This design comes from an exercise in tuning for small area, a short achievable clock period and few clock cycles per item on the open sky130 flow, not from production work. Only simulation tests tie the RTL to the original design; equivalence was not proved. Power figures rest on the tool's default switching activity, not on a simulated workload.

==> flow/design.v <==
package tlbpt_pkg;
   localparam int TLB_ENTRIES = 4;
   localparam int PAGE_COUNT  = 16;
   localparam int FRAME_COUNT = 8;
   localparam int PAGE_BYTES  = 256;
   localparam int TLB_W    = $clog2(TLB_ENTRIES);
   localparam int PAGE_W   = $clog2(PAGE_COUNT);
   localparam int FRAME_W  = $clog2(FRAME_COUNT);
   localparam int OFFSET_W = $clog2(PAGE_BYTES);
   localparam int ADDR_W  = 12;
   localparam int PHYS_W  = 11;
   localparam int COUNT_W = 16;
endpackage
import tlbpt_pkg::*;
module tlbpt_ctrl
(
   input  logic              clock,
   input  logic              reset,
   input  logic              start,
   input  logic [ADDR_W-1:0] req_addr,
   output logic              busy,
   output logic              req_valid,
   output logic              state_reset,
   output logic [ADDR_W-1:0] req_addr_ff
);
   always_ff @(posedge clock) begin
      if (reset) begin
         req_valid <= 1'b0;
      end else begin
         req_valid <= start;
      end
      req_addr_ff <= req_addr;
      state_reset <= reset;
   end
   assign busy = 1'b0;
endmodule
import tlbpt_pkg::*;
module tlbpt_datapath
(
   input  logic               clock,
   input  logic               reset,
   input  logic               state_reset,
   input  logic               valid,
   input  logic [ADDR_W-1:0]  addr,
   output logic               rsp_valid,
   output logic [PHYS_W-1:0]  phys_addr,
   output logic               tlb_hit,
   output logic               page_fault,
   output logic               evicted,
   output logic [PAGE_W-1:0]  evicted_page,
   output logic [FRAME_W-1:0] frame_used,
   output logic [TLB_W-1:0]   tlb_slot,
   output logic [COUNT_W-1:0] hit_total,
   output logic [COUNT_W-1:0] fault_total
);
   logic [FRAME_COUNT-1:0]              pos_valid_ff;
   logic [FRAME_COUNT-1:0][PAGE_W-1:0]  pos_page_ff;
   logic [FRAME_COUNT-1:0][FRAME_W-1:0] pos_frame_ff;
   logic [TLB_ENTRIES-1:0][TLB_W-1:0]   pos_slot_ff;
   logic [COUNT_W-1:0]                  hit_count_ff;
   logic [COUNT_W-1:0]                  fault_count_ff;
   logic                rsp_valid_ff;
   logic [OFFSET_W-1:0] offset_ff;
   logic                hit_ff;
   logic                fault_ff;
   logic                ev_ff;
   logic [PAGE_W-1:0]   ev_page_ff;
   logic [PAGE_W-1:0]      page;
   logic [FRAME_COUNT-1:0] match;
   logic                   resident;
   logic                   hit;
   logic                   full;
   logic                   evict;
   logic [FRAME_W-1:0]     used_count;
   logic [FRAME_W-1:0]     match_frame;
   logic [TLB_W-1:0]       match_slot;
   logic [FRAME_W-1:0]     new_frame;
   logic [TLB_W-1:0]       new_slot;
   logic [FRAME_COUNT-1:0] shift;
   assign page = addr[OFFSET_W +: PAGE_W];
   always_comb begin
      for (int k = 0; k < FRAME_COUNT; k++) begin
         match[k] = pos_valid_ff[k] && (pos_page_ff[k] == page);
      end
      resident = |match;
      hit      = |match[TLB_ENTRIES-1:0];
      full     = pos_valid_ff[FRAME_COUNT-1];
      evict    = !resident && full;
      used_count = '0;
      for (int k = 0; k < FRAME_COUNT; k++) begin
         if (pos_valid_ff[k]) used_count = FRAME_W'(k + 1);
      end
      match_frame = '0;
      for (int k = 0; k < FRAME_COUNT; k++) begin
         if (match[k]) match_frame = match_frame | pos_frame_ff[k];
      end
      match_slot = '0;
      for (int k = 0; k < TLB_ENTRIES; k++) begin
         if (match[k]) match_slot = match_slot | pos_slot_ff[k];
      end
      new_frame = resident ? match_frame : (full ? pos_frame_ff[FRAME_COUNT-1] : used_count);
      new_slot  = hit ? match_slot :
                  (pos_valid_ff[TLB_ENTRIES-1] ? pos_slot_ff[TLB_ENTRIES-1] : used_count[TLB_W-1:0]);
      shift[0] = 1'b1;
      for (int k = 1; k < FRAME_COUNT; k++) begin
         shift[k] = shift[k-1] && !match[k-1];
      end
   end
   always_ff @(posedge clock) begin
      rsp_valid_ff <= valid && !reset;
   end
   always_ff @(posedge clock) begin
      if (state_reset) begin
         pos_valid_ff <= '0;
      end else begin
         if (valid) begin
            pos_valid_ff[0] <= 1'b1;
            for (int k = 1; k < FRAME_COUNT; k++) begin
               if (shift[k]) pos_valid_ff[k] <= pos_valid_ff[k-1];
            end
         end
      end
   end
   tlbpt_counter u_hit_count (
      .clock (clock),
      .reset (state_reset),
      .inc   (valid && hit),
      .count (hit_count_ff)
   );
   tlbpt_counter u_fault_count (
      .clock (clock),
      .reset (state_reset),
      .inc   (valid && !resident),
      .count (fault_count_ff)
   );
   always_ff @(posedge clock) begin
      if (valid) begin
         pos_page_ff[0]  <= page;
         pos_frame_ff[0] <= new_frame;
         pos_slot_ff[0]  <= new_slot;
         for (int k = 1; k < FRAME_COUNT; k++) begin
            if (shift[k]) begin
               pos_page_ff[k]  <= pos_page_ff[k-1];
               pos_frame_ff[k] <= pos_frame_ff[k-1];
            end
         end
         for (int k = 1; k < TLB_ENTRIES; k++) begin
            if (shift[k]) pos_slot_ff[k] <= pos_slot_ff[k-1];
         end
      end
   end
   always_ff @(posedge clock) begin
      offset_ff  <= addr[OFFSET_W-1:0];
      hit_ff     <= hit;
      fault_ff   <= !resident;
      ev_ff      <= evict;
      ev_page_ff <= evict ? pos_page_ff[FRAME_COUNT-1] : '0;
   end
   assign rsp_valid    = rsp_valid_ff;
   assign phys_addr    = PHYS_W'({pos_frame_ff[0], offset_ff});
   assign tlb_hit      = hit_ff;
   assign page_fault   = fault_ff;
   assign evicted      = ev_ff;
   assign evicted_page = ev_page_ff;
   assign frame_used   = pos_frame_ff[0];
   assign tlb_slot     = pos_slot_ff[0];
   assign hit_total    = hit_count_ff;
   assign fault_total  = fault_count_ff;
endmodule
module tlbpt_counter
(
   input  logic               clock,
   input  logic               reset,
   input  logic               inc,
   output logic [COUNT_W-1:0] count
);
   always_ff @(posedge clock) begin
      if (reset) begin
         count <= '0;
      end else if (inc && (count != '1)) begin
         count <= count + COUNT_W'(1);
      end
   end
endmodule
import tlbpt_pkg::*;
module tlb_page_table_lru_translate_core
(
   input  logic               clock,
   input  logic               reset,
   input  logic               start,
   output logic               busy,
   input  logic [ADDR_W-1:0]  req_logical_address,
   output logic               rsp_valid,
   output logic [PHYS_W-1:0]  rsp_physical_address,
   output logic               rsp_tlb_hit,
   output logic               rsp_page_fault,
   output logic               rsp_evicted,
   output logic [PAGE_W-1:0]  rsp_evicted_page,
   output logic [FRAME_W-1:0] rsp_frame_used,
   output logic [TLB_W-1:0]   rsp_tlb_slot,
   output logic [COUNT_W-1:0] rsp_hit_total,
   output logic [COUNT_W-1:0] rsp_fault_total
);
   logic              req_valid;
   logic              state_reset;
   logic [ADDR_W-1:0] req_addr_ff;
   tlbpt_ctrl u_ctrl (
      .clock       (clock),
      .reset       (reset),
      .start       (start),
      .req_addr    (req_logical_address),
      .busy        (busy),
      .req_valid   (req_valid),
      .state_reset (state_reset),
      .req_addr_ff (req_addr_ff)
   );
   tlbpt_datapath u_datapath (
      .clock        (clock),
      .reset        (reset),
      .state_reset  (state_reset),
      .valid        (req_valid),
      .addr         (req_addr_ff),
      .rsp_valid    (rsp_valid),
      .phys_addr    (rsp_physical_address),
      .tlb_hit      (rsp_tlb_hit),
      .page_fault   (rsp_page_fault),
      .evicted      (rsp_evicted),
      .evicted_page (rsp_evicted_page),
      .frame_used   (rsp_frame_used),
      .tlb_slot     (rsp_tlb_slot),
      .hit_total    (rsp_hit_total),
      .fault_total  (rsp_fault_total)
   );
endmodule
==> flow/config.mk <==
export PLATFORM = sky130hd
export DESIGN_NAME = tlb_page_table_lru_translate_core
export DESIGN_NICKNAME = tlb_page_table_lru_translate_core
export VERILOG_FILES = /design/flow/design.v
export SDC_FILE = /design/flow/constraint.sdc
export NUM_CORES = 4
export LEC_CHECK = 0
export CAP_MARGIN = 20
export CORE_MARGIN = 2
export CORE_UTILIZATION = 60
export CTS_BUF_LIST = sky130_fd_sc_hd__clkbuf_4 sky130_fd_sc_hd__clkbuf_8
export CTS_CLUSTER_DIAMETER = 60
export CTS_CLUSTER_SIZE = 30
export SLEW_MARGIN = 20
==> flow/constraint.sdc <==
create_clock -name core_clock -period 8.5 [get_ports {clock}]
set_input_delay 1.7000 -clock core_clock [delete_from_list [all_inputs] [get_ports {clock}]]
set_output_delay 1.7000 -clock core_clock [all_outputs]
set_load 0.01 [all_outputs]
standard.sh (not shown) runs the stock make flow with config.mk's settings and CLKGATE_MAP_FILE= SYNTH_SCRIPT=/design/flow/synth_recipe.tcl, a recipe that flattens the netlist after the stock synthesis.
==> flow/flow/run.sh <==
#!/bin/bash
# Standard layout, with small port buffers and a clock tree without dummy loads.
set -euo pipefail
export BUFFER_PORTS_ARGS="-buffer_cell sky130_fd_sc_hd__buf_2"
export CTS_ARGS="-sink_clustering_enable -repair_clock_nets -dont_use_dummy_load -buf_list {sky130_fd_sc_hd__clkbuf_4 sky130_fd_sc_hd__clkbuf_8} -sink_clustering_size 30 -sink_clustering_max_diameter 60"
export SETUP_SLACK_MARGIN=5.75
bash standard.sh > standard.log 2>&1
The starting point passed the timing, DRC and antenna checks.
Testbench counts at the start, summed over its fixed seeds: cycles 16,016, items 16,000.
Then changed:
==> flow/flow/run.sh (replaced) <==
#!/bin/bash
# Standard layout with small port buffers, a clock tree of small leaf buffers
# under one strong root buffer and no dummy loads, and timing repair aimed
# below the design's period.
set -euo pipefail
export BUFFER_PORTS_ARGS="-buffer_cell sky130_fd_sc_hd__buf_2"
export CTS_ARGS="-repair_clock_nets -dont_use_dummy_load -buf_list sky130_fd_sc_hd__clkbuf_4 -root_buf sky130_fd_sc_hd__clkbuf_16"
export SETUP_SLACK_MARGIN=5.75
export POST_GLOBAL_ROUTE_TCL="$(pwd)/flow/recover.tcl"
bash standard.sh > standard.log 2>&1
==> flow/flow/recover.tcl (new file) <==
# After global routing: downsize gates off the critical paths, then repair
# timing again to the same margin, and reroute the nets that changed.
global_route -start_incremental
repair_timing -recover_power 100 -verbose
repair_timing -setup_margin $::env(SETUP_SLACK_MARGIN) -repair_tns 100 -verbose
detailed_placement
global_route -end_incremental
estimate_parasitics -global_routing
report_design_area
report_worst_slack -max
What happened: Die area is unchanged; wire length barely changes; via count is higher by 0.79%; area after synthesis does not change; clock power goes down by 21%; core utilization decreases by 2.0 points; sequential power stays flat; non-clock buffer count grows by 6; flip-flop and latch count does not change; setup slack gets better by 0.054 ns.
Then changed:
--- a/flow/flow/run.sh
+++ b/flow/flow/run.sh
@@ -8 +8 @@
-export SETUP_SLACK_MARGIN=5.75
+export SETUP_SLACK_MARGIN=5.8
Synthesized cell count does not change. Wire length climbs by 0.32%. Area after synthesis does not change.


Setup of job 486:
// tlb_page_table_lru_translate_core: RTL as listed in full above, without the edits since
clock: 8.5 ns
lec_check: 0
cap_margin: 20
core_margin: 2
core_utilization: 60
cts_buf_list: sky130_fd_sc_hd__clkbuf_4 sky130_fd_sc_hd__clkbuf_8
cts_cluster_diameter: 60
cts_cluster_size: 30
gpl_timing_driven: 0
slew_margin: 20
==> flow/flow/run.sh <==
#!/bin/bash
# Standard layout with small port buffers, a clock tree of small leaf buffers
# under one strong root buffer and no dummy loads, and timing repair aimed
# below the design's period.
set -euo pipefail
export BUFFER_PORTS_ARGS="-buffer_cell sky130_fd_sc_hd__buf_2"
export CTS_ARGS="-repair_clock_nets -dont_use_dummy_load -buf_list sky130_fd_sc_hd__clkbuf_4 -root_buf sky130_fd_sc_hd__clkbuf_16"
export SETUP_SLACK_MARGIN=5.8
export POST_GLOBAL_ROUTE_TCL="$(pwd)/flow/recover.tcl"
bash standard.sh > standard.log 2>&1
==> flow/flow/recover.tcl <==
# After global routing: downsize gates off the critical paths, then repair
# timing again to the same margin, and reroute the nets that changed.
global_route -start_incremental
repair_timing -recover_power 100 -verbose
repair_timing -setup_margin $::env(SETUP_SLACK_MARGIN) -repair_tns 100 -verbose
detailed_placement
global_route -end_incremental
estimate_parasitics -global_routing
report_design_area
report_worst_slack -max
Testbench counts of job 486, summed over its fixed seeds: cycles 16,016, items 16,000.
## Diff of input files: job 5165 against job 486
diff --git a/flow/config.mk b/flow/config.mk
--- a/flow/config.mk
+++ b/flow/config.mk
@@ -9,3 +9,3 @@
 export CORE_MARGIN = 2
-export CORE_UTILIZATION = 60
+export CORE_UTILIZATION = 50
 export CTS_BUF_LIST = sky130_fd_sc_hd__clkbuf_4 sky130_fd_sc_hd__clkbuf_8
@@ -13,3 +13,2 @@
 export CTS_CLUSTER_SIZE = 30
-export GPL_TIMING_DRIVEN = 0
 export SLEW_MARGIN = 20
==> comparison <==
Compared with job 486, job 5165 shows buffer and inverter count on the worst path lower by 2.
NOTE routed length on met2 job 486->job 5165 decreased by more than 10%
Final cell count without fillers was higher in the run labelled job 486.
Setup changes, job 5165 to job 2049
==> flow/flow/run.sh <==
#!/bin/bash
# Standard layout with: an area-oriented ABC script in synthesis, small port
# buffers, a clock tree of small leaf buffers under one strong root buffer
# and no dummy loads, and timing repair aimed below the design's period.
set -euo pipefail
W="$(pwd)"
export AREA_ABC_SCRIPT="$W/flow/area.abc"
export FLOW_SYNTH_TCL="$W/synth_recipe.tcl"
export BUFFER_PORTS_ARGS="-buffer_cell sky130_fd_sc_hd__buf_2"
export CTS_ARGS="-repair_clock_nets -dont_use_dummy_load -buf_list sky130_fd_sc_hd__clkbuf_4 -root_buf sky130_fd_sc_hd__clkbuf_16"
export SETUP_SLACK_MARGIN=5.8
bash standard.sh SYNTH_SCRIPT="$W/flow/area_synth.tcl" synth > synth.log 2>&1
export POST_GLOBAL_ROUTE_TCL="$W/flow/recover.tcl"
bash standard.sh > standard.log 2>&1
==> flow/flow/area.abc (new file) <==
strash
dch
map -a
topo
==> flow/flow/area_synth.tcl (new file) <==
# synth_recipe.tcl (the standard synthesis) with an area-oriented ABC mapping
# script in place of ORFS's: only the combinational mapping changes, the
# registers are the standard synthesis's.
proc abc {args} {
  set i [lsearch -exact $args -script]
  if {$i >= 0} {
    lset args [expr {$i + 1}] $::env(AREA_ABC_SCRIPT)
  }
  yosys abc {*}$args
}
source $::env(FLOW_SYNTH_TCL)
diff --git a/flow/config.mk b/flow/config.mk
--- a/flow/config.mk
+++ b/flow/config.mk
@@ -9,3 +9,3 @@
 export CORE_MARGIN = 2
-export CORE_UTILIZATION = 50
+export CORE_UTILIZATION = 60
 export CTS_BUF_LIST = sky130_fd_sc_hd__clkbuf_4 sky130_fd_sc_hd__clkbuf_8
==> notes.md <==
Against job 5165, job 2049 reports a post-route total power that is higher.
Lower final RePlAce weighted congestion among job 5165 and job 2049: job 5165
Delta (job 2049 minus job 5165): number of ordinary and repair buffers in the finished layout saw a decrease, design area saw little to no change, setup slack saw a decrease.
Longest individual stage delay on the worst path across job 5165 and job 2049: no real change.
Going from job 5165 to job 2049, placement-stage cell area lower, global routing usage on met3 shows an increase of 1.2 points.
Taking job 5165 as the reference, in job 2049 utilization increased 15 points; share of the clock period used by the worst path increased 0.29 points.
Input-level comparison between job 4695 and job 2049:
==> flow/flow/run.sh <==
#!/bin/bash
# Standard layout, with small port buffers and a clock tree without dummy loads.
set -euo pipefail
export BUFFER_PORTS_ARGS="-buffer_cell sky130_fd_sc_hd__buf_2"
export CTS_ARGS="-sink_clustering_enable -repair_clock_nets -dont_use_dummy_load -buf_list {sky130_fd_sc_hd__clkbuf_4 sky130_fd_sc_hd__clkbuf_8} -sink_clustering_size 30 -sink_clustering_max_diameter 60"
export SETUP_SLACK_MARGIN=5.85
bash standard.sh > standard.log 2>&1
removed: flow/flow/area.abc
removed: flow/flow/area_synth.tcl
removed: flow/flow/recover.tcl
Findings:
On worst hold slack, job 4695 does worse than job 2049.
Of job 4695 and job 2049, the run reporting the lower number of global-route vias before repair was job 4695.
Cmp job 4695 and job 2049 / total via count in the routed design / higher: job 2049
Of job 4695 and job 2049, it is job 4695 that has the higher share of the clock period used by the worst path after layout.
Job 2049 leaves more setup margin than job 4695.
Summary — multiplexer share of the synthesized area, job 4695 relative to job 2049: higher, by 0.99 points.
Per the comparison of job 4695 with job 2049, netlist area before placement up 4.1%; area fraction in and, or, nand and nor cells after synthesis shows an increase of 3.8 points; power +5.0%; total wire length closely matched the old numbers.
What job 254 does differently from job 4695 at the input level:
==> flow/flow/run.sh <==
#!/bin/bash
# Standard layout with small port buffers, a clock tree of small leaf buffers
# under one strong root buffer and no dummy loads, and timing repair aimed
# below the design's period.
set -euo pipefail
export BUFFER_PORTS_ARGS="-buffer_cell sky130_fd_sc_hd__buf_2"
export CTS_ARGS="-repair_clock_nets -dont_use_dummy_load -buf_list sky130_fd_sc_hd__clkbuf_4 -root_buf sky130_fd_sc_hd__clkbuf_16"
export SETUP_SLACK_MARGIN=5.85
bash standard.sh > standard.log 2>&1
### Flow results
- Diff job 4695 -> job 254: global-route wire length before repair shows an increase of about 0.6%, slack of the worst reg-to-reg path shows an increase of 30 ps, combinational group share of total power shows an increase of 0.4 points, post-cts sizing count shows a reduction of 23, synthesis-to-finish area growth shows a reduction of 4.9 points.
- Summary of job 254 over job 4695: routed length on met3 fell by about 7%, non-clock buffer count saw a decrease, total via count after detailed routing decreased about 2%.
#### Input delta (job 4878 over job 254)
diff --git a/flow/flow/run.sh b/flow/flow/run.sh
--- a/flow/flow/run.sh
+++ b/flow/flow/run.sh
@@ -8,2 +8,3 @@
 export SETUP_SLACK_MARGIN=5.85
+export POST_GLOBAL_ROUTE_TCL="$(pwd)/flow/recover.tcl"
 bash standard.sh > standard.log 2>&1
==> flow/flow/recover.tcl (new file) <==
# After global routing: downsize gates off the critical paths, then repair
# timing again to the same margin, and reroute the nets that changed.
global_route -start_incremental
repair_timing -recover_power 100 -verbose
repair_timing -setup_margin $::env(SETUP_SLACK_MARGIN) -repair_tns 100 -verbose
detailed_placement
global_route -end_incremental
estimate_parasitics -global_routing
report_design_area
report_worst_slack -max
Notes after the runs:
- Compared to job 254, job 4878 has sequential share of layout area 0.54 points higher.
- Taking job 254 as the reference, in job 4878 utilization went down; number of nets in the finished design +4; clock skew roughly the same; design area went down.
- Diff job 4878..job 254 | power | negligible
- In terms of final critical-path required period, job 4878 and job 254 differ only marginally.

-- static timing again, ports no longer ideal --
The flow's constraints put no driver on any port. The routed layouts listed below were extracted and timed again, unchanged, in two steps. Step 1 assumes that a clkbuf_16 drives the clock port and a buf_2 every other input. Step 2 times the ports against the registers' clock, not the clock port: input delays grow and output delays shrink by t, the midpoint of the rising clock arrivals with the driver on. Three values: no drivers, after step 1, after step 2; two values: the first two.
| run | shift t [ns] | setup slack, ns | worst data-port slew with drivers (ns) |
|---|---|---|---|
| the first run of note 1 | 0.445 | 5.784 / 5.753 / 5.939 | 0.04 |
| the second run of note 1 | 0.374 | 5.839 / 5.803 / 5.858 | 0.04 |
| the third run of note 1 | 0.373 | 5.860 / 5.822 / 5.941 | 0.04 |
| job 486 | 0.378 | 5.613 / 5.574 / 5.931 | 0.03 |
| job 5165 | 0.392 | 5.851 / 5.813 / 5.965 | 0.03 |
| job 2049 | 0.386 | 5.827 / 5.787 / 5.967 | 0.04 |
| job 4695 | 0.445 | 5.811 / 5.779 / 5.935 | 0.04 |
| job 254 | 0.377 | 5.865 / 5.830 / 5.967 | 0.04 |
| job 4878 | 0.378 | 5.867 / 5.831 / 5.872 | 0.04 |
After both steps setup and hold are still met in every run listed.
